From an optimization exercise on the open Yosys and OpenROAD flow, aimed at small area; shortcuts taken in it are not production practice.
The RTL was checked by simulation tests, not by an equivalence proof against the original design.

==> flow/design.v <==
module regfile_mp_o22ai (
    input  logic a1, a2,
    input  logic b1, b2,
    output logic y
);
    assign y = ~((a1 | a2) & (b1 | b2));
endmodule
module regfile_mp_inv (
    input  logic a,
    output logic y
);
    assign y = ~a;
endmodule
module regfile_mp_nand2 (
    input  logic a, b,
    output logic y
);
    assign y = ~(a & b);
endmodule
module regfile_mp_nand4 (
    input  logic a, b, c, d,
    output logic y
);
    assign y = ~(a & b & c & d);
endmodule
module regfile_mp_nor2 (
    input  logic a, b,
    output logic y
);
    assign y = ~(a | b);
endmodule
module regfile_mp #(
    parameter int DATA_W   = 32,
    parameter int ADDR_W   = 6,
    parameter int ZERO_REG = 0
) (
    input  logic              clk,
    input  logic              rst,
    input  logic [ADDR_W-1:0] ra1,
    input  logic [ADDR_W-1:0] ra2,
    output logic [DATA_W-1:0] rd1,
    output logic [DATA_W-1:0] rd2,
    input  logic [ADDR_W-1:0] wa1,
    input  logic [ADDR_W-1:0] wa2,
    input  logic [DATA_W-1:0] wd1,
    input  logic [DATA_W-1:0] wd2,
    input  logic              we1,
    input  logic              we2,
    input  logic              clr,
    output logic              busy
);
    localparam int DEPTH = 1 << ADDR_W;
    localparam int WSEG  = 32;                  
    localparam int SEG   = 8;                   
    localparam int RSEG  = DATA_W / WSEG;       
    localparam int CSEG  = DEPTH / WSEG;        
    localparam int NPAIR = DEPTH / 2;           
    localparam int PSEG  = DATA_W / SEG;        
    logic              busy_q;
    logic [ADDR_W-1:0] cnt;
    logic              phase;
    always_ff @(posedge clk) begin
        if (rst || clr) begin
            cnt    <= '0;
            busy_q <= 1'b1;
        end else begin
            cnt    <= cnt + ADDR_W'(1);
            if (cnt == ADDR_W'(DEPTH - 1)) busy_q <= 1'b0;
        end
    end
    always_ff @(posedge clk) begin
        phase <= ~(phase | rst);
    end
    logic              uw;
    logic [DEPTH-1:0]  s1, s2, nhold;
    assign uw = ~busy_q & ~rst;
    always_comb begin
        for (int i = 0; i < DEPTH; i++) begin
            s2[i]    = uw & we2 & (wa2 == ADDR_W'(i));
            s1[i]    = busy_q | (uw & we1 & (wa1 == ADDR_W'(i)) & ~s2[i]);
            nhold[i] = s1[i] | s2[i];
        end
    end
    logic [DATA_W-1:0] cola, colb;
    assign cola = wd2 ^ {DATA_W{phase}};
    assign colb = (wd1 & {DATA_W{~busy_q}}) ^ {DATA_W{phase}};
    logic [DEPTH-1:0][RSEG-1:0]  ns1, ns2, hold;
    logic [DATA_W-1:0][CSEG-1:0] ncola, ncolb;
    for (genvar i = 0; i < DEPTH; i++) begin : g_rdrv
        for (genvar c = 0; c < RSEG; c++) begin : g_seg
            regfile_mp_inv u_s1 (.a(s1[i]),    .y(ns1[i][c]));
            regfile_mp_inv u_s2 (.a(s2[i]),    .y(ns2[i][c]));
            regfile_mp_inv u_h  (.a(nhold[i]), .y(hold[i][c]));
        end
    end
    for (genvar j = 0; j < DATA_W; j++) begin : g_cdrv
        for (genvar c = 0; c < CSEG; c++) begin : g_seg
            regfile_mp_inv u_a (.a(cola[j]), .y(ncola[j][c]));
            regfile_mp_inv u_b (.a(colb[j]), .y(ncolb[j][c]));
        end
    end
    logic [DEPTH-1:0][DATA_W-1:0] mem, mem_d, wv;
    for (genvar i = 0; i < DEPTH; i++) begin : g_row
        for (genvar j = 0; j < DATA_W; j++) begin : g_bit
            regfile_mp_o22ai u_wv (
                .a1(ns2[i][j/WSEG]), .a2(ncola[j][i/WSEG]),
                .b1(ns1[i][j/WSEG]), .b2(ncolb[j][i/WSEG]),
                .y (wv[i][j])
            );
            assign mem_d[i][j] = ~((hold[i][j/WSEG] & mem[i][j]) | wv[i][j]);
        end
    end
    always_ff @(posedge clk) mem <= mem_d;
    logic [ADDR_W-1:0] nra1, nra2;
    for (genvar k = 0; k < ADDR_W; k++) begin : g_ain
        regfile_mp_inv u_a1 (.a(ra1[k]), .y(nra1[k]));
        regfile_mp_inv u_a2 (.a(ra2[k]), .y(nra2[k]));
    end
    logic [DEPTH-1:0] rs1, rs2;
    always_comb begin
        for (int i = 0; i < DEPTH; i++) begin
            rs1[i] = ~busy_q & (nra1 == ADDR_W'(DEPTH - 1 - i));
            rs2[i] = ~busy_q & (nra2 == ADDR_W'(DEPTH - 1 - i));
        end
    end
    logic [DEPTH-1:0][PSEG-1:0] nrs1, nrs2;
    for (genvar i = 0; i < DEPTH; i++) begin : g_sdrv
        for (genvar c = 0; c < PSEG; c++) begin : g_seg
            regfile_mp_inv u_r1 (.a(rs1[i]), .y(nrs1[i][c]));
            regfile_mp_inv u_r2 (.a(rs2[i]), .y(nrs2[i][c]));
        end
    end
    logic [NPAIR-1:0][DATA_W-1:0] p1, p2;
    for (genvar g = 0; g < NPAIR; g++) begin : g_rgrp
        for (genvar j = 0; j < DATA_W; j++) begin : g_bit
            regfile_mp_o22ai u_r1 (
                .a1(nrs1[2*g][j/SEG]),   .a2(mem[2*g][j]),
                .b1(nrs1[2*g+1][j/SEG]), .b2(mem[2*g+1][j]),
                .y (p1[g][j])
            );
            regfile_mp_o22ai u_r2 (
                .a1(nrs2[2*g][j/SEG]),   .a2(mem[2*g][j]),
                .b1(nrs2[2*g+1][j/SEG]), .b2(mem[2*g+1][j]),
                .y (p2[g][j])
            );
        end
    end
    logic [DATA_W-1:0] m1, m2;
    for (genvar j = 0; j < DATA_W; j++) begin : g_tree
        logic [NPAIR/2-1:0]  a1, a2;
        logic [NPAIR/8-1:0]  b1, b2;
        logic [NPAIR/16-1:0] c1, c2;
        for (genvar k = 0; k < NPAIR / 2; k++) begin : g_l1
            regfile_mp_nor2 u_1 (.a(p1[2*k][j]), .b(p1[2*k+1][j]), .y(a1[k]));
            regfile_mp_nor2 u_2 (.a(p2[2*k][j]), .b(p2[2*k+1][j]), .y(a2[k]));
        end
        for (genvar k = 0; k < NPAIR / 8; k++) begin : g_l2
            regfile_mp_nand4 u_1 (.a(a1[4*k]), .b(a1[4*k+1]), .c(a1[4*k+2]), .d(a1[4*k+3]), .y(b1[k]));
            regfile_mp_nand4 u_2 (.a(a2[4*k]), .b(a2[4*k+1]), .c(a2[4*k+2]), .d(a2[4*k+3]), .y(b2[k]));
        end
        for (genvar k = 0; k < NPAIR / 16; k++) begin : g_l3
            regfile_mp_nor2 u_1 (.a(b1[2*k]), .b(b1[2*k+1]), .y(c1[k]));
            regfile_mp_nor2 u_2 (.a(b2[2*k]), .b(b2[2*k+1]), .y(c2[k]));
        end
        regfile_mp_nand2 u_4a (.a(c1[0]), .b(c1[1]), .y(m1[j]));
        regfile_mp_nand2 u_4b (.a(c2[0]), .b(c2[1]), .y(m2[j]));
    end
    logic rph;
    assign rph  = ~phase & ~busy_q;
    assign rd1  = m1 ^ {DATA_W{rph}};
    assign rd2  = m2 ^ {DATA_W{rph}};
    assign busy = busy_q;
endmodule
Settings: LEC_CHECK=0, CAP_MARGIN=20, CORE_MARGIN=2, CORE_UTILIZATION=45, CTS_BUF_LIST=sky130_fd_sc_hd__clkbuf_8, CTS_CLUSTER_DIAMETER=50, CTS_CLUSTER_SIZE=15, SETUP_SLACK_MARGIN=0.6, SLEW_MARGIN=20, SYNTH_HIERARCHICAL=1; clock period 7.5 ns.
run.sh (not shown) runs the stock make flow with config.mk's settings and CLKGATE_MAP_FILE= SYNTH_SCRIPT=/design/flow/synth_recipe.tcl, a recipe that flattens the netlist after the stock synthesis.
Rerun with:
- CORE_UTILIZATION: 45 -> 48
- CTS_CLUSTER_DIAMETER: 50 -> 55
- CTS_CLUSTER_SIZE: 15 -> 18
- SETUP_SLACK_MARGIN: 0.6 -> 0.35
=>
- sequential cell count stays the same
- die area went down by 6.2%
- routed wire length went down by 4.3%
- clock-buffer cell count is lower by 42
- fmax shrinks by 4.3%
Rerun with:
- CORE_UTILIZATION: 48 -> 45
- CTS_CLUSTER_DIAMETER: 55 -> 50
- CTS_CLUSTER_SIZE: 18 -> 15
=>
- The changed run completed without violations
- clock skew fell by 0.015 ns
- area after synthesis does not change
- final area rose by 1.3%
- wire length rose by 4.4%
- count of clock-buffer cells in the layout rose by 42
- die area rose by 6.6%
- synthesized cell count does not change

afterwards: timing with drivers on the ports:
Ports are ideal in the flow. The routed layouts listed here were re-timed in OpenROAD. Step 1 (the two cells are an assumption about what drives the block):
set clk [get_ports {clk}]
set_driving_cell -lib_cell sky130_fd_sc_hd__clkbuf_16 $clk
set_driving_cell -lib_cell sky130_fd_sc_hd__buf_2 [delete_from_list [all_inputs] $clk]
Step 2 times the ports against the registers' clock, not the clock port: input delays grow and output delays shrink by t, the midpoint of the rising clock arrivals with the driver on. a / b / c = ideal / step 1 / step 2; a / b = the first two.
| run | shift t [ns] | setup WS [ns] | hold WS [ns] | slew at the worst register clock pin (ns) | worst data-port slew with drivers (ns) |
|---|---|---|---|---|---|
| the first run | 1.149 | 0.381 / 0.353 / 0.353 | 0.462 / 0.462 / 0.462 | 0.10 / 0.10 | 0.13 |
| the second run | 1.149 | 0.058 / 0.033 / 0.033 | 0.464 / 0.464 / 0.464 | 0.12 / 0.12 | 0.22 |
| the third run | 1.176 | 0.170 / 0.137 / 0.137 | 0.462 / 0.462 / 0.462 | 0.10 / 0.10 | 0.13 |
After both steps every run listed still meets setup and hold. The setup slack of the third run, which loses most, moves by -0.033 ns with the drivers and by -0.033 ns with both steps.
